Source: an optimization exercise on an open RTL-to-GDS flow (aim: small area). Production flows keep margins and buffers that such runs may drop. Only simulation tests tie the RTL to the original design; equivalence was not proved. No activity file was given, so power comes from the tool's default toggle rates.

`design/flow/design.v`:
```
`timescale 1ns/1ps
package hic_pkg;
    typedef logic [31:0] word_t;
    typedef logic [3:0]  sel_t;
    typedef logic [31:0] adr_t;
    typedef logic [15:0] fifo_level_t;
    typedef enum logic {
        IDLE,
        PUSH
    } frame_state_t;
    localparam adr_t ADR_ID          = 32'h0000_0000;
    localparam adr_t ADR_VERSION     = 32'h0000_0004;
    localparam adr_t ADR_CTRL        = 32'h0000_0008;
    localparam adr_t ADR_IRQ_EN      = 32'h0000_000C;
    localparam adr_t ADR_STATUS      = 32'h0000_0010;
    localparam adr_t ADR_TIME_NOW    = 32'h0000_0014;
    localparam adr_t ADR_ADC_CMD     = 32'h0000_0020;
    localparam adr_t ADR_FIFO_STATUS = 32'h0000_0024;
    localparam adr_t ADR_FIFO_DATA   = 32'h0000_0028;
    localparam adr_t ADR_SNAP_COUNT  = 32'h0000_002C;
    localparam adr_t ADR_RAW_BASE    = 32'h0000_0040;
    localparam word_t CHIP_ID      = 32'h4849_4348;
    localparam word_t CHIP_VERSION = 32'h0000_0001;
    localparam word_t RAW_BASE = 32'h0000_1000;
    localparam int IRQ_EN_BITS = 3;
    typedef struct packed {
        logic  fire;
        logic  we;
        adr_t  adr;
        sel_t  sel;
        word_t dat;
    } wb_cmd_t;
    typedef struct packed {
        logic time_wr;
        logic count_wr;
        logic snapshot;
        logic ovr_clear;
        logic fifo_pop;
    } wr_strobe_t;
endpackage
`timescale 1ns/1ps
`default_nettype none
module home_inventory_wb (
    input  wire        wb_clk_i,
    input  wire        wb_rst_i,
    input  wire        wbs_cyc_i,
    input  wire        wbs_stb_i,
    input  wire        wbs_we_i,
    input  wire [3:0]  wbs_sel_i,
    input  wire [31:0] wbs_adr_i,
    input  wire [31:0] wbs_dat_i,
    output logic       wbs_ack_o,
    output logic [31:0] wbs_dat_o,
    input  wire [7:0]  core_status_i,
    output logic       ctrl_enable_o,
    output logic       ctrl_start_o,
    output logic [2:0] irq_en_o
);
    wire fire = wbs_cyc_i & wbs_stb_i & ~wbs_ack_o;
    wire wr   = fire & wbs_we_i;
    wire rd   = fire & ~wbs_we_i;
    wire       hi0 = (wbs_adr_i[31:7] == 25'd0);
    wire [4:0] wa  = wbs_adr_i[6:2];
    wire a_id    = hi0 & (wa == 5'h00);
    wire a_ver   = hi0 & (wa == 5'h01);
    wire a_ctrl  = hi0 & (wa == 5'h02);
    wire a_irq   = hi0 & (wa == 5'h03);
    wire a_stat  = hi0 & (wa == 5'h04);
    wire a_time  = hi0 & (wa == 5'h05);
    wire a_cmd   = hi0 & (wa == 5'h08);
    wire a_fstat = hi0 & (wa == 5'h09);
    wire a_fdata = hi0 & (wa == 5'h0A);
    wire a_snap  = hi0 & (wa == 5'h0B);
    wire a_raw   = hi0 & (wa[4:3] == 2'b10);
    wire snapshot  = wr & a_cmd & wbs_sel_i[0] & wbs_dat_i[0];
    wire ovr_clear = wr & a_fstat & wbs_sel_i[2] & wbs_dat_i[16];
    wire time_wr   = wr & a_time;
    wire count_wr  = wr & a_snap;
    wire pop_req   = rd & a_fdata;
    wire ctrl_wr   = wr & a_ctrl & wbs_sel_i[0];
    wire irq_wr    = wr & a_irq & wbs_sel_i[0];
    logic start_pending_q;
    always_ff @(posedge wb_clk_i) begin
        if (wb_rst_i) begin
            wbs_ack_o       <= 1'b0;
            ctrl_enable_o   <= 1'b0;
            irq_en_o        <= 3'd0;
            start_pending_q <= 1'b0;
            ctrl_start_o    <= 1'b0;
        end else begin
            wbs_ack_o       <= fire;
            start_pending_q <= ctrl_wr & wbs_dat_i[1];
            ctrl_start_o    <= start_pending_q;
            if (ctrl_wr) ctrl_enable_o <= wbs_dat_i[0];
            if (irq_wr)  irq_en_o      <= wbs_dat_i[2:0];
        end
    end
    wire [31:0] dat_z = wbs_dat_i & {32{~wb_rst_i}};
    logic [31:0] time_q;
    wire  [3:0]  time_ld  = ({4{time_wr}} & wbs_sel_i) | {4{wb_rst_i}};
    logic [31:0] time_inc;
    hic_inc32 u_time_inc (.q_i(time_q), .cin_i(~time_wr), .s_o(time_inc));
    always_ff @(posedge wb_clk_i) begin
        for (int b = 0; b < 4; b++)
            time_q[8*b +: 8] <= time_ld[b] ? dat_z[8*b +: 8] : time_inc[8*b +: 8];
    end
    logic [31:0] snap_q;
    logic [31:0] raw_q;       
    logic        raw_vld_q;   
    logic [31:0] frm_q;       
    logic [3:0]  seq_q;       
    logic [31:0] snap_inc;
    hic_inc32 u_snap_inc (.q_i(snap_q), .cin_i(snapshot), .s_o(snap_inc));
    wire        seq_idle   = seq_q[3] & seq_q[0];
    wire        frame_start = snapshot & seq_idle;
    wire        push        = ~seq_idle;
    wire        frame_drop  = snapshot & ~seq_idle;
    wire [3:0] snap_ld = ({4{count_wr}} & wbs_sel_i) | {4{wb_rst_i}};
    always_ff @(posedge wb_clk_i) begin
        for (int b = 0; b < 4; b++)
            snap_q[8*b +: 8] <= snap_ld[b] ? dat_z[8*b +: 8] : snap_inc[8*b +: 8];
    end
    always_ff @(posedge wb_clk_i) begin
        if (wb_rst_i) raw_vld_q <= 1'b0;
        else if (snapshot) raw_vld_q <= 1'b1;
    end
    always_ff @(posedge wb_clk_i) begin
        if (snapshot) raw_q <= snap_inc;
    end
    always_ff @(posedge wb_clk_i) begin
        if (frame_start) frm_q <= snap_inc;
    end
    always_ff @(posedge wb_clk_i) begin
        if (wb_rst_i) begin
            seq_q <= 4'b1001;
        end else if (seq_idle) begin
            if (snapshot) seq_q <= 4'b1000;
        end else if (seq_q[3]) begin
            seq_q <= 4'b0000;
        end else if (seq_q[2:0] == 3'd7) begin
            seq_q <= 4'b1001;
        end else begin
            seq_q <= seq_q + 4'd1;
        end
    end
    wire [31:0] frm_word = frm_q + 32'h0000_1000 + {29'd0, seq_q[2:0]};
    wire [31:0] push_data = seq_q[3] ? 32'd0 : frm_word;
    logic [31:0] mem [16];
    logic [4:0]  lvl_q;
    logic        ovr_q;
    wire full    = lvl_q[4];
    wire empty   = (lvl_q == 5'd0);
    wire do_push = push & ~full;
    wire do_pop  = pop_req & ~empty;
    wire [4:0] wr_slot = do_pop ? lvl_q - 5'd1 : lvl_q;
    for (genvar i = 0; i < 16; i++) begin : g_ent
        wire [31:0] above = (i == 15) ? 32'd0 : mem[(i == 15) ? i : i + 1];
        always_ff @(posedge wb_clk_i) begin
            if (wb_rst_i) mem[i] <= 32'd0;
            else mem[i] <= (do_pop ? above : mem[i])
                         | ({32{do_push && wr_slot == 5'(i)}} & push_data);
        end
    end
    always_ff @(posedge wb_clk_i) begin
        if (wb_rst_i) begin
            lvl_q <= 5'd0;
            ovr_q <= 1'b0;
        end else begin
            if (do_push && !do_pop) lvl_q <= lvl_q + 5'd1;
            else if (do_pop && !do_push) lvl_q <= lvl_q - 5'd1;
            if ((push && full) || frame_drop) ovr_q <= 1'b1;
            else if (ovr_clear) ovr_q <= 1'b0;
        end
    end
    wire [31:0] head = mem[0];
    wire [31:0] raw_word = raw_q + 32'h0000_1000 + {29'd0, wa[2:0]};
    always_ff @(posedge wb_clk_i) begin
        wbs_dat_o <= ({32{a_id}}    & 32'h4849_4348)
                   | ({32{a_ver}}   & 32'h0000_0001)
                   | ({32{a_ctrl}}  & {31'd0, ctrl_enable_o})
                   | ({32{a_irq}}   & {29'd0, irq_en_o})
                   | ({32{a_stat}}  & {24'd0, core_status_i})
                   | ({32{a_time}}  & time_q)
                   | ({32{a_fstat}} & {15'd0, ovr_q, 11'd0, lvl_q})
                   | ({32{a_fdata}} & head)
                   | ({32{a_snap}}  & snap_q)
                   | ({32{a_raw & raw_vld_q}} & raw_word);
    end
endmodule
module hic_inc32 (
    input  wire [31:0] q_i,
    input  wire        cin_i,
    output logic [31:0] s_o
);
    logic [31:0] pre;     
    logic [3:0]  ones;    
    logic [3:0]  lane;    
    always_comb begin
        for (int b = 0; b < 4; b++) begin
            pre[8*b] = 1'b1;
            for (int i = 1; i < 8; i++) pre[8*b+i] = pre[8*b+i-1] & q_i[8*b+i-1];
            ones[b] = pre[8*b+7] & q_i[8*b+7];
        end
        lane[0] = 1'b1;
        for (int b = 1; b < 4; b++) lane[b] = lane[b-1] & ones[b-1];
        for (int i = 0; i < 32; i++) s_o[i] = q_i[i] ^ (cin_i & lane[i/8] & pre[i]);
    end
endmodule
`default_nettype wire
```
`design/flow/flow/run.sh`:
```
#!/bin/bash
# Standard ORFS layout (standard.sh, standard synthesis unchanged) with layout-only knobs:
#  - after floorplan, the combinational logic is re-mapped for area (flow/restructure.tcl),
#    using only cells the platform allows;
#  - every port still gets a buffer, but a buf_1;
#  - clock tree without dummy loads and with larger sink clusters.
# The make output goes to standard.log; ORFS keeps each step's log under orfs/logs.
set -euo pipefail
cd "$(dirname "$0")/.."
export FLOW_FLOW_DIR="$(pwd)/flow"
bash standard.sh \
  POST_FLOORPLAN_TCL="$(pwd)/flow/restructure.tcl" \
  BUFFER_PORTS_ARGS="-buffer_cell sky130_fd_sc_hd__buf_1" \
  CTS_ARGS="-sink_clustering_enable -repair_clock_nets -dont_use_dummy_load -buf_list sky130_fd_sc_hd__clkbuf_8 -sink_clustering_size 16 -sink_clustering_max_diameter 65" \
  finish > standard.log 2>&1
```
`design/flow/flow/lib_filter.py`:
```
#!/usr/bin/env python3
"""Copy a liberty file without the cells named in DONT_USE_CELLS (glob patterns), so that
restructure maps only to cells the platform allows. usage: lib_filter.py IN OUT"""
import fnmatch
import os
import re
import sys

src, dst = sys.argv[1], sys.argv[2]
pats = os.environ.get("DONT_USE_CELLS", "").split()
text = open(src).read()
out = []
pos = 0
for m in re.finditer(r'^\s*cell\s*\(\s*"?([A-Za-z0-9_]+)"?\s*\)\s*\{', text, re.M):
    if m.start() < pos:
        continue
    name = m.group(1)
    # end of this cell group: matching brace
    depth = 0
    i = m.end() - 1
    while True:
        c = text[i]
        if c == "{":
            depth += 1
        elif c == "}":
            depth -= 1
            if depth == 0:
                break
        i += 1
    if any(fnmatch.fnmatch(name, p) for p in pats):
        out.append(text[pos:m.start()])
        pos = i + 1
out.append(text[pos:])
open(dst, "w").write("".join(out))
```
`design/flow/flow/restructure.tcl`:
```
# Sourced after floorplan (POST_FLOORPLAN_TCL): re-map the synthesized
# combinational logic for area with OpenROAD's restructure. Registers are untouched.
# restructure reads its own liberty file, so it gets one without the don't-use cells.
set lib $::env(OBJECTS_DIR)/restructure_lib.lib
exec python3 $::env(FLOW_FLOW_DIR)/lib_filter.py [lindex $::env(LIB_FILES) 0] $lib
file mkdir $::env(OBJECTS_DIR)/rs
report_design_area
restructure -target area -liberty_file $lib \
  -tielo_port $::env(TIELO_CELL_AND_PORT) -tiehi_port $::env(TIEHI_CELL_AND_PORT) \
  -work_dir $::env(OBJECTS_DIR)/rs -abc_logfile $::env(LOG_DIR)/2_1_restructure_abc.log
report_design_area
```
`design/flow/standard.sh`:
```
#!/bin/bash
# synth_recipe.tcl (not shown) runs the flow's synth.tcl, then flattens the netlist and writes it again
# the make line also repeats each setting of config.mk as NAME=value (left out here)
make -C /OpenROAD-flow-scripts/flow DESIGN_CONFIG=/design/flow/config.mk WORK_HOME=/design/flow/orfs CLKGATE_MAP_FILE= SYNTH_SCRIPT=/design/flow/synth_recipe.tcl "${@:-finish}"
```
`design/flow/config.mk`:
```
export PLATFORM = sky130hd
export DESIGN_NAME = home_inventory_wb
export DESIGN_NICKNAME = home_inventory_wb
export VERILOG_FILES = /design/flow/design.v
export SDC_FILE = /design/flow/constraint.sdc
export NUM_CORES = 4
export LEC_CHECK = 0
export CAP_MARGIN = 20
export CORE_MARGIN = 2
export CORE_UTILIZATION = 40
export PLACE_DENSITY = 0.85
export SLEW_MARGIN = 20
```
`design/flow/constraint.sdc`:
```
create_clock -name core_clock -period 6.0 [get_ports {wb_clk_i}]
set_input_delay 1.2000 -clock core_clock [delete_from_list [all_inputs] [get_ports {wb_clk_i}]]
set_output_delay 1.2000 -clock core_clock [all_outputs]
set_load 0.01 [all_outputs]
```
==> results of run 1 <==
[timing repair]
action / 4_1_cts / 5_1_grt
resized for setup: 0 / 1
setup endpoints to repair: 0 / 2
hold buffers: 0 / 0
[registers in the layout, summed over array words and instances (netlist names)]
| name | cells |
|---|---|
| time_q | 32 |
| mem | 512 |
| start_pending_q | 1 |
| snap_q | 32 |
| ctrl_enable_o | 1 |
| seq_q | 4 |
| wbs_dat_o | 32 |
| ovr_q | 1 |
| ctrl_start_o | 1 |
| wbs_ack_o | 1 |
| lvl_q | 5 |
| frm_q | 32 |
| irq_en_o | 3 |
| raw_q | 32 |
| raw_vld_q | 1 |
[cell usage after synthesis (8+ instances only)]
| master | n | area (um^2) |
|---|---|---|
| dfxtp_1 | 626 | 12500 |
| mux2i_1 | 398 | 3980 |
| o22ai_1 | 384 | 2400 |
| nand2_1 | 333 | 1250 |
| clkbuf_1 | 188 | 706 |
| nor2_1 | 110 | 413 |
| a31oi_1 | 99 | 619 |
| nand4_1 | 90 | 563 |
| nand3_1 | 87 | 435 |
| xnor2_1 | 72 | 631 |
| edfxtp_1 | 64 | 1920 |
| o21ai_0 | 56 | 280 |
| a211oi_1 | 52 | 390 |
| inv_1 | 49 | 184 |
| a21oi_1 | 42 | 210 |
| buf_2 | 41 | 205 |
| nor3_1 | 41 | 205 |
| buf_1 | 40 | 150 |
| nor4_1 | 35 | 219 |
| xor2_1 | 25 | 219 |
| a222oi_1 | 19 | 190 |
| ha_1 | 19 | 238 |
| and3_1 | 16 | 100 |
| and4_1 | 16 | 140 |
| and2_1 | 12 | 75.1 |
| nor2b_1 | 12 | 75.1 |
| mux2_2 | 11 | 124 |
| a22oi_1 | 9 | 67.6 |
| a21o_1 | 8 | 60.1 |
| nor3b_1 | 8 | 60.1 |
| o21ai_1 | 8 | 40.0 |
| or4_1 | 8 | 60.1 |
[cell families (layout without fill, tap and decap cells)]
logic type	after synthesis	count (layout)	synth area share, %
simple gates	817	401	13.7
compound gates	719	1210	15.6
flops	690	690	48.6
mux	409	0	13.8
buf+inv	327	428	4.44
xor+xnor	97	5	2.86
fa+ha+maj	22	0	0.968
other cells	0	4	0
[per-layer routing]
metal / GRT usage [%] / part of all wire, %
met5: 0 / 0.15
met4: 5.92 / 2.9
met3: 4.14 / 11
met2: 28.5 / 45
met1: 24.3 / 41
[stage by stage]
step | instances | setup slack, ps | setup TNS, ps
5_1_grt | 3694 | 312 | 0
4_1_cts | 3687 | 452 | 0
6_report | 3697 | 587 | 0
3_3_place_gp | 3638 | -41.7 | -754
3_5_place_dp | 3638 | -226 | -4530
2_1_floorplan | 3081 | 1300 | 0
[worst max-delay path by stage]
stage	start	end	slack, ps	cells after the start
2_1_floorplan	wbs_adr_i[28]	frm_q[0]$_DFFE_PP_	1300	6
4_1_cts	wbs_adr_i[19]	mem[3][27]$_SDFF_PP0_	450	18
5_1_grt	wbs_adr_i[23]	mem[3][25]$_SDFF_PP0_	310	18
6_report	wbs_adr_i[19]	mem[3][27]$_SDFF_PP0_	590	18
3_3_place_gp	wbs_adr_i[23]	mem[3][5]$_SDFF_PP0_	-40	18
3_5_place_dp	wbs_adr_i[19]	mem[3][16]$_SDFF_PP0_	-230	18
[layout make-up]
class / count / area [um^2] / share of cell area, %
inverters: 193 / 743 / 2.57
repair buffers: 186 / 1030 / 3.57
clock buffers: 49 / 674 / 2.34
multi-input cells: 1616 / 10800 / 37.3
well taps: 959 / 1200 / 4.16
flip-flops and latches: 690 / 14500 / 50.1
diodes: 4 / 10.0 / 0.0347
[where the power goes]
part	leakage (nW)	switching (mW)	internal (mW)
Combinational	2.89	0.101	0.0341
Clock	0.352	1.39	0.733
Sequential	5.56	0.00155	4.64
Total	8.81	1.49	5.40
==> results.toml, run 1 <==
[routing]
ant_nets = 0
firstDrtPassIters = 12
routed_wirelength_um = 73800
first_iter_violations = 3442
drc = 0
routed-via-count = 23317
post_drt_wl_per_cell_um = 20.0
viasPerCell = 6.31

[synth]
yosys.cell_types.count = 66
synthCells = 3081
synth_edf_count = 64
syn_area_per_cell_um2 = 9.65
syn_area_um2 = 29700
async_flop_share_pct = 0
ys_ff_latch = 690
synth_nets = 3183
yosys_most_used_dff = "dfxtp_1"
yosys_warnings = 3
seq_area_frac_synth_pct = 48.6

[timing]
fin_worst_skew_ps = 64.4
max_clock_freq_ghz = 0.185
tightest_slew_ps = 1210
hold_viol = 0
finalCritPeriodShare_pct = 90.2
hold_ws_ps = 462
finalSetupViolations = 0
period_minus_slack_ps = 5410
slew_viol_final = 0
grt_setup_unrepaired = "no"
relSlewSlack_pct = 19.1

[global_routing]
grt_max_degree = 256
grt_pass1_wl_um = 114000
grt_pass1_vias = 20804
grt.overflow.total = 0
grt_antenna_before_repair = 11
gr-usage-all-layers_pct = 18.0

[setup_path]
crit_chain = "buf_1, or4_1, or3_1, nand4b_1, or2_0, nor3_2, clkinv_1, nor4_2, buf_4, inv_8, nor2_1, a21oi_1, nor4_1, buf_4, clkinv_1, nor2_1, clkinvlp_4, o21ai_0"
regToRegEndpoint = "mem[8][14]$_SDFF_PP0_"
rr_startpoint = "lvl_q[1]$_SDFFE_PP0P_"
path_max_fanout = 25
critPathCaptureType = "flop"
r2r_setup_slack_ps = 1090
critPathMaxStageDelay_ps = 630
cpMaxStageDelayCell = "clkinvlp_4"
required_ps = 6540
path_class = "input port to flop"
critPathTopFamily = "simple AND/OR/NAND/NOR gates"
cp_num_buf_inv = 7
reg2reg_depth = 16
arrival_ps = 5950
startpoint_type = "input port"

[cts]
post_cts_buffers = 0
cts_tree = "yes"
htreeDepth = 2
cts_made_buffers = 49
cts_max_path_buffers = 3
cts_root_buf = "clkbuf_8"
clk_pin_slew_ps = 110
cts.sinks = 690
clkLatencyLatePin_ps = 680

[place]
place_area_um2 = 28100
dp.final_hpwl_um = 46300
port-buffer-count = 116
gp_congestion = 0.934

[floorplan]
rows = 99
die_w_um = 277
io_pins = 119
coreArea_um2 = 73300
die_height_um = 277
initial_core_util_pct = 40.6
dieArea_um2 = 76500

[finish]
utilization_pct = 39.4
final_nets = 2817
layout-drive-gt1-share_pct = 4.97
final_common_cell = "dfxtp_1"
layout_common_cells = "626 x dfxtp_1, 421 x o21ai_0, 391 x o221ai_1, 225 x nor2_1, 190 x clkinv_1"
area_growth_pct = -2.89
fillers = 7009
design_area_um2 = 28900

[min_path]
min_path_cells = 1
hp-class = "flop to flop"
hold_end = "ctrl_start_o$_SDFF_PP0_"
worst_hold_startpoint = "start_pending_q$_SDFF_PP0_"

[status]
status = "finished clean"

[pwr]
p_leak_nw = 8.81
ir_drop_mv = 0.126
p_total_mw = 6.90
powerDensity_nw_per_um2 = 239

[job]
max_cap_viol_count = 0
==> inputs of run 2 (changes only) <==
--- a/design/flow/config.mk
+++ b/design/flow/config.mk
@@ -9,4 +9,4 @@
 export CORE_MARGIN = 2
 export CORE_UTILIZATION = 40
-export PLACE_DENSITY = 0.85
+export PLACE_DENSITY = 0.75
 export SLEW_MARGIN = 20
==> results.toml, run 2 <==
[timing]
grt_setup_unrepaired = "no"
period_minus_slack_ps = 5410
relSlewSlack_pct = 24.3
finalSetupViolations = 0
max_clock_freq_ghz = 0.185
hold_viol = 0
fin_setup_tns_ps = 0
tightest_slew_ps = 1140
finalCritPeriodShare_pct = 90.1
fin_worst_skew_ps = 44.9
hold_ws_ps = 461
slew_viol_final = 0

[status]
status = "finished clean"

[cts]
cts_max_path_buffers = 3
postCtsHoldBufs = 0
cts_resized = 0
cts_made_buffers = 49
clkLatencyLatePin_ps = 680
clk_pin_slew_ps = 110
cts.sinks = 690
cts_root_buf = "clkbuf_8"
htreeDepth = 2
post_cts_buffers = 0
cts_tree = "yes"

[routing]
drc = 0
post_drt_wl_per_cell_um = 20.3
viasPerCell = 6.17
first_iter_violations = 3355
routed-via-count = 22846
firstDrtPassIters = 10
ant_nets = 0
routed_wirelength_um = 75100

[global_routing]
grt_pass1_wl_um = 116000
grt.overflow.total = 0
grt_max_degree = 178
gr-usage-all-layers_pct = 18.6
grt_antenna_before_repair = 11
grt_pass1_vias = 20501

[synth]
synth_top_area_share_pct = 42.1
synth_edf_count = 64
ys_ff_latch = 690
syn_area_per_cell_um2 = 9.65
seq_area_frac_synth_pct = 48.6
yosys_most_used_dff = "dfxtp_1"
synth_common_cells = "626 x dfxtp_1, 398 x mux2i_1, 384 x o22ai_1"
synthTopCellsByArea = "dfxtp_1 42%, mux2i_1 13%, o22ai_1 8.1%"
synth.largest_area_cell = "dfxtp_1"
yosys.cell_types.count = 66
yosys_warnings = 3
async_flop_share_pct = 0
synth_nets = 3183
syn_area_um2 = 29700
synthCells = 3081
yosysMostFrequentCell = "dfxtp_1"

[place]
gp_congestion = 0.902
port-buffer-count = 116
place_inst = 3645
dp.final_hpwl_um = 46600

[finish]
fillers = 7165
utilization_pct = 39.4
top_register = "mem"
layout_common_cells = "626 x dfxtp_1, 421 x o21ai_0, 393 x o221ai_1, 225 x nor2_1, 191 x clkinv_1"
final_nets = 2824
final_common_cell = "dfxtp_1"
largest_reg_flops = 512
area_growth_pct = -2.90
layout-drive-gt1-share_pct = 5.11
finalNonFillerCells = 3701

[setup_path]
path_class = "input port to flop"
rr_startpoint = "lvl_q[0]$_SDFFE_PP0P_"
critPathCaptureType = "flop"
reg2reg_depth = 15
required_ps = 6580
arrival_ps = 5980
path_max_fanout = 25
r2r_setup_slack_ps = 1090
startpoint_type = "input port"
regToRegEndpoint = "mem[10][20]$_SDFF_PP0_"

[min_path]
worst_hold_startpoint = "start_pending_q$_SDFF_PP0_"
hp-class = "flop to flop"
hold_end = "ctrl_start_o$_SDFF_PP0_"
min_path_cells = 1

[pwr]
ir_drop_mv = 0.130
p_leak_nw = 8.82
powerDensity_nw_per_um2 = 239

[job]
max_cap_viol_count = 0

[floorplan]
io_pins = 119
initial_core_util_pct = 40.6
rows = 99
die_height_um = 277
coreArea_um2 = 73300
dieArea_um2 = 76500
die_w_um = 277
-- run 2: cell types whose count changed in the layout (fill, tap and decap cells not counted), sizes merged --
cell / before / now
buf: 181 / 188
clkinvlp: 1 / 0
clkinv: 190 / 191
diode: 4 / 1
-- run 2: area by class of cell --
cell class                 instances  area (um^2)  share of cell area, %
sequential                       690        14500                   50.1
multi-input combinational       1616        10800                   37.2
tap                              959         1200                   4.16
timing repair buffer             193         1050                   3.64
inverter                         193          739                   2.56
clock buffer                      49          674                   2.34
antenna                            1         2.50                0.00867
-- run 2: cells by family (layout without fill, tap and decap cells) --
family	count (synthesis)	in the layout	synth area share, %
simple gates	817	401	13.7
xor+xnor	97	5	2.86
buf+inv	327	435	4.44
mux	409	0	13.8
other cells	0	1	0
compound gates	719	1210	15.6
flops	690	690	48.6
fa+ha+maj	22	0	0.968
-- run 2: critical path, cell delays in order --
cell,delay [ps]
buf_1,60
or4_1,510
or3_1,420
nand4b_1,240
or2_0,370
nor3_2,180
clkinv_1,170
nor4_2,190
buf_4,200
inv_8,30
nor2_1,220
a21oi_1,140
nor4_1,640
clkinv_1,300
nor2_1,500
clkinv_1,130
buf_4,270
o21ai_0,210
-- run 2: how the worst max path moves through the flow --
stage / from / end / slack, ps / depth (start not counted)
6_report: wbs_adr_i[23] / mem[3][19]$_SDFF_PP0_ / 590 / 18
5_1_grt: wbs_adr_i[23] / mem[3][21]$_SDFF_PP0_ / 350 / 18
3_3_place_gp: wbs_adr_i[19] / mem[3][8]$_SDFF_PP0_ / 170 / 18
3_5_place_dp: wbs_adr_i[23] / mem[3][19]$_SDFF_PP0_ / 60 / 18
2_1_floorplan: wbs_adr_i[28] / frm_q[0]$_DFFE_PP_ / 1300 / 6
4_1_cts: wbs_adr_i[23] / mem[3][19]$_SDFF_PP0_ / 730 / 18
-- run 2: through the flow --
| stage | total power [mW] | worst slack [ps] | instance area, um^2 |
|---|---|---|---|
| finish | 6.91 | 592 | 28900 |
| floorplan | 5.00 | 1300 | 29700 |
| detailed placement | 4.87 | 63.1 | 28100 |
| CTS | 6.96 | 732 | 28800 |
| global route | 7.15 | 348 | 28900 |
| global placement | 4.87 | 172 | 28100 |
-- run 2: per-layer routing --
metal,global-route usage [%],vias up,part of all wire [%]
met1,25.7,10955,43
met5,0,-,0.17
met4,6.48,20,3.3
li1,-,10706,-
met3,4.29,152,9.9
met2,28.4,1013,44
-- run 2: where the power goes --
| group | internal, mW | switching, mW |
|---|---|---|
| combinational | 0.0323 | 0.0997 |
| clock | 0.733 | 1.41 |
| sequential | 4.64 | 0.00154 |
| total | 5.40 | 1.51 |
==> inputs of run 3 (changes only) <==
--- a/design/flow/design.v
+++ b/design/flow/design.v
@@ -96,12 +96,14 @@
         end
     end
-    wire [31:0] dat_z = wbs_dat_i & {32{~wb_rst_i}};
     logic [31:0] time_q;
-    wire  [3:0]  time_ld  = ({4{time_wr}} & wbs_sel_i) | {4{wb_rst_i}};
-    logic [31:0] time_inc;
-    hic_inc32 u_time_inc (.q_i(time_q), .cin_i(~time_wr), .s_o(time_inc));
     always_ff @(posedge wb_clk_i) begin
-        for (int b = 0; b < 4; b++)
-            time_q[8*b +: 8] <= time_ld[b] ? dat_z[8*b +: 8] : time_inc[8*b +: 8];
+        if (wb_rst_i) begin
+            time_q <= 32'd0;
+        end else if (time_wr) begin
+            for (int b = 0; b < 4; b++)
+                if (wbs_sel_i[b]) time_q[8*b +: 8] <= wbs_dat_i[8*b +: 8];
+        end else begin
+            time_q <= time_q + 32'd1;
+        end
     end
     logic [31:0] snap_q;
@@ -110,14 +112,18 @@
     logic [31:0] frm_q;       
     logic [3:0]  seq_q;       
-    logic [31:0] snap_inc;
-    hic_inc32 u_snap_inc (.q_i(snap_q), .cin_i(snapshot), .s_o(snap_inc));
+    wire [31:0] next_count = snap_q + 32'd1;
     wire        seq_idle   = seq_q[3] & seq_q[0];
     wire        frame_start = snapshot & seq_idle;
     wire        push        = ~seq_idle;
     wire        frame_drop  = snapshot & ~seq_idle;
-    wire [3:0] snap_ld = ({4{count_wr}} & wbs_sel_i) | {4{wb_rst_i}};
     always_ff @(posedge wb_clk_i) begin
-        for (int b = 0; b < 4; b++)
-            snap_q[8*b +: 8] <= snap_ld[b] ? dat_z[8*b +: 8] : snap_inc[8*b +: 8];
+        if (wb_rst_i) begin
+            snap_q <= 32'd0;
+        end else if (snapshot) begin
+            snap_q <= next_count;
+        end else if (count_wr) begin
+            for (int b = 0; b < 4; b++)
+                if (wbs_sel_i[b]) snap_q[8*b +: 8] <= wbs_dat_i[8*b +: 8];
+        end
     end
     always_ff @(posedge wb_clk_i) begin
@@ -126,8 +132,8 @@
     end
     always_ff @(posedge wb_clk_i) begin
-        if (snapshot) raw_q <= snap_inc;
+        if (snapshot) raw_q <= next_count;
     end
     always_ff @(posedge wb_clk_i) begin
-        if (frame_start) frm_q <= snap_inc;
+        if (frame_start) frm_q <= next_count;
     end
     always_ff @(posedge wb_clk_i) begin
@@ -144,6 +150,5 @@
         end
     end
-    wire [31:0] frm_word = frm_q + 32'h0000_1000 + {29'd0, seq_q[2:0]};
-    wire [31:0] push_data = seq_q[3] ? 32'd0 : frm_word;
+    wire [31:0] push_data = seq_q[3] ? 32'd0 : frm_q + 32'h0000_1000 + {29'd0, seq_q[2:0]};
     logic [31:0] mem [16];
     logic [4:0]  lvl_q;
@@ -188,22 +193,3 @@
     end
 endmodule
-module hic_inc32 (
-    input  wire [31:0] q_i,
-    input  wire        cin_i,
-    output logic [31:0] s_o
-);
-    logic [31:0] pre;     
-    logic [3:0]  ones;    
-    logic [3:0]  lane;    
-    always_comb begin
-        for (int b = 0; b < 4; b++) begin
-            pre[8*b] = 1'b1;
-            for (int i = 1; i < 8; i++) pre[8*b+i] = pre[8*b+i-1] & q_i[8*b+i-1];
-            ones[b] = pre[8*b+7] & q_i[8*b+7];
-        end
-        lane[0] = 1'b1;
-        for (int b = 1; b < 4; b++) lane[b] = lane[b-1] & ones[b-1];
-        for (int i = 0; i < 32; i++) s_o[i] = q_i[i] ^ (cin_i & lane[i/8] & pre[i]);
-    end
-endmodule
 `default_nettype wire
--- a/design/flow/flow/run.sh
+++ b/design/flow/flow/run.sh
@@ -12,4 +12,4 @@
   POST_FLOORPLAN_TCL="$(pwd)/flow/restructure.tcl" \
   BUFFER_PORTS_ARGS="-buffer_cell sky130_fd_sc_hd__buf_1" \
-  CTS_ARGS="-sink_clustering_enable -repair_clock_nets -dont_use_dummy_load -buf_list sky130_fd_sc_hd__clkbuf_8 -sink_clustering_size 16 -sink_clustering_max_diameter 65" \
+  CTS_ARGS="-sink_clustering_enable -repair_clock_nets -dont_use_dummy_load -sink_clustering_size 26 -sink_clustering_max_diameter 90" \
   finish > standard.log 2>&1
--- a/design/flow/config.mk
+++ b/design/flow/config.mk
@@ -9,4 +9,3 @@
 export CORE_MARGIN = 2
 export CORE_UTILIZATION = 40
-export PLACE_DENSITY = 0.75
 export SLEW_MARGIN = 20
==> results.toml, run 3 <==
[setup_path]
crit_top_cell = "nor2_1"
arrival_ps = 6090
reg2reg_depth = 36
cp-startpoint = "wbs_adr_i[12]"
required_ps = 6460
path_class = "input port to flop"
startpoint_type = "input port"
path_max_fanout = 3
cpMaxStageDelayCell = "or4_1"
critPathCaptureType = "flop"
critPathMaxStageDelay_ps = 500
rr_startpoint = "snap_q[1]$_SDFFE_PP0P_"

[synth]
yosys_warnings = 2
synthTopCellsByArea = "dfxtp_1 41%, mux2i_1 15%, o22ai_1 8.9%"
yosys_most_used_dff = "dfxtp_1"
synth_common_cells = "626 x dfxtp_1, 444 x mux2i_1, 429 x o22ai_1"
syn_area_per_cell_um2 = 9.83
synthCells = 3072
synth.largest_area_cell = "dfxtp_1"
async_flop_share_pct = 0
yosys.cell_types.count = 87
syn_area_um2 = 30200
synth_edf_count = 64
synth_top_area_share_pct = 41.5
ys_ff_latch = 690
seq_area_frac_synth_pct = 47.9
synth_nets = 3168
yosysMostFrequentCell = "dfxtp_1"

[timing]
fin_setup_tns_ps = 0
tightest_slew_ps = 1180
hold_viol = 0
max_clock_freq_ghz = 0.178
finalSetupViolations = 0
period_minus_slack_ps = 5630
hold_ws_ps = 465
relSlewSlack_pct = 21.5
grt_setup_unrepaired = "no"
fin_worst_skew_ps = 62.9
finalCritPeriodShare_pct = 93.9
slew_viol_final = 0
setup_slack_ps = 368

[finish]
final_common_cell = "o22ai_1"
final_nets = 2971
utilization_pct = 39.5
layout_common_cells = "846 x o22ai_1, 626 x dfxtp_1, 257 x nor2_1, 184 x clkinv_1, 146 x buf_4"
layout-drive-gt1-share_pct = 8.55
area_growth_pct = -2.59
top_register = "mem"
largest_reg_flops = 512

[routing]
routed-via-count = 23748
routed_wirelength_um = 84100
post_drt_wl_per_cell_um = 21.8
drc = 0
first_iter_violations = 3597
ant_nets = 0
viasPerCell = 6.16
firstDrtPassIters = 9

[floorplan]
rows = 100
die_height_um = 279
initial_core_util_pct = 40.5
coreArea_um2 = 74600
io_pins = 119
dieArea_um2 = 77700
die_w_um = 279

[global_routing]
grt_antenna_before_repair = 0
grt_pass1_vias = 21416
grt_max_degree = 246
grt.overflow.total = 0
grt_pass1_wl_um = 128000
gr-usage-all-layers_pct = 20.7

[cts]
postCtsHoldBufs = 0
clk_pin_slew_ps = 100
cts.sinks = 690
clkLatencyLatePin_ps = 590
cts_root_buf = "clkbuf_16"
cts_max_path_buffers = 3
cts_made_buffers = 36
htreeDepth = 2
cts_tree = "yes"

[place]
port-buffer-count = 116
gp_congestion = 0.840
dp_slack_ps = -413
dp.final_hpwl_um = 51800

[pwr]
ir_drop_mv = 0.138
powerDensity_nw_per_um2 = 250
p_leak_nw = 9.22
p_total_mw = 7.35

[min_path]
min_path_cells = 1
hp-class = "flop to flop"
worst_hold_startpoint = "start_pending_q$_SDFF_PP0_"

[status]
status = "finished clean"

[job]
max_cap_viol_count = 0
==> run 3: logic make-up after synthesis <==
| logic type | count (synthesis) | share of synthesized area [%] |
|---|---|---|
| AOI/OAI and AO/OA | 812 | 17.5 |
| and+or+nand+nor | 709 | 12.2 |
| DFF | 690 | 47.9 |
| muxes | 452 | 15.0 |
| buffers and inverters | 310 | 4.35 |
| xor gates and xnor gates | 83 | 2.41 |
| adders and majority gates | 16 | 0.704 |
==> run 3: stage by stage <==
step | cell area [um^2] | cells
finish | 29400 | 3858
global route | 29400 | 3857
CTS | 29300 | 3856
detailed placement | 28400 | 3819
global placement | 28300 | 3811
floorplan | 30200 | 3072
==> run 3: layout make-up <==
class	count	area, um^2
multi-input combinational	1693	10400
fill	7524	45100
tap	969	1210
timing repair buffer	272	1720
clock buffer	36	901
antenna	1	2.50
inverter	197	748
sequential	690	14500
==> run 3: final timing paths <==
path,to,slack [ps]
worst max-delay path,time_q[29]$_SDFFE_PP0P_,370
worst min-delay path,ctrl_start_o$_SDFF_PP0_,470
worst max register to register,snap_q[30]$_SDFFE_PP0P_,630
worst min register to register,ctrl_start_o$_SDFF_PP0_,470
==> run 3: per-layer routing <==
layer	GRT usage (%)	vias up	routed length, um
met4	5.27	0	1850
li1	-	11114	-
met2	31.9	972	37500
met3	3.04	101	6600
met5	0	-	0
met1	30.1	11561	38200
==> run 3: power breakdown <==
group / internal (mW) / switching (mW) / leakage (nW)
sequential: 4.64 / 0.00117 / 5.53
clock: 1.08 / 1.48 / 0.444
combinational: 0.0410 / 0.107 / 3.25
==> run 3: worst max-delay path, delay by kind of cell <==
family | cells | cell delay (ps)
and+or+nand+nor | 26 | 4230
buffers and inverters | 4 | 320
AOI/OAI and AO/OA | 1 | 320
==> run 3: what timing repair did <==
item	4_1_cts	5_1_grt
hold endpoints to repair	0	0
endpoints found under the setup margin	16	84
setup buffers	1	1
pin swaps	3	5
resized for setup	8	43

[port drivers added, routing unchanged]
The results above use ideal ports. As a check the final layouts listed here were re-extracted and re-timed, cells and wires unchanged.
Step 1 (the two cells are an assumption about what drives the block):
set clk [get_ports {wb_clk_i}]
set_driving_cell -lib_cell sky130_fd_sc_hd__clkbuf_16 $clk
set_driving_cell -lib_cell sky130_fd_sc_hd__buf_2 [delete_from_list [all_inputs] $clk]
Step 2 moves the port delays by t, midway between the first and last clock arrival at a register: inputs arrive t later, outputs are due t later. That takes back most of the time a late clock gives input paths.
a / b / c = ideal ports / drivers / drivers and shift; a / b = the first two.
run | t, ns | setup slack, ns | hold WS [ns] | slew at the worst register clock pin (ns)
run 1 | 0.704 | 0.587 / 0.617 / -0.087 | 0.462 / 0.462 / 0.462 | 0.11 / 0.11
run 2 | 0.702 | 0.592 / 0.616 / -0.085 | 0.461 / 0.461 / 0.461 | 0.11 / 0.11
run 3 | 0.623 | 0.368 / 0.408 / -0.216 | 0.465 / 0.465 / 0.465 | 0.11 / 0.11
With both steps, setup timing fails in every run listed, where it was met with ideal ports. For run 2, which loses most, drivers alone change the setup slack by +0.024 ns; drivers and shift together by -0.677 ns.
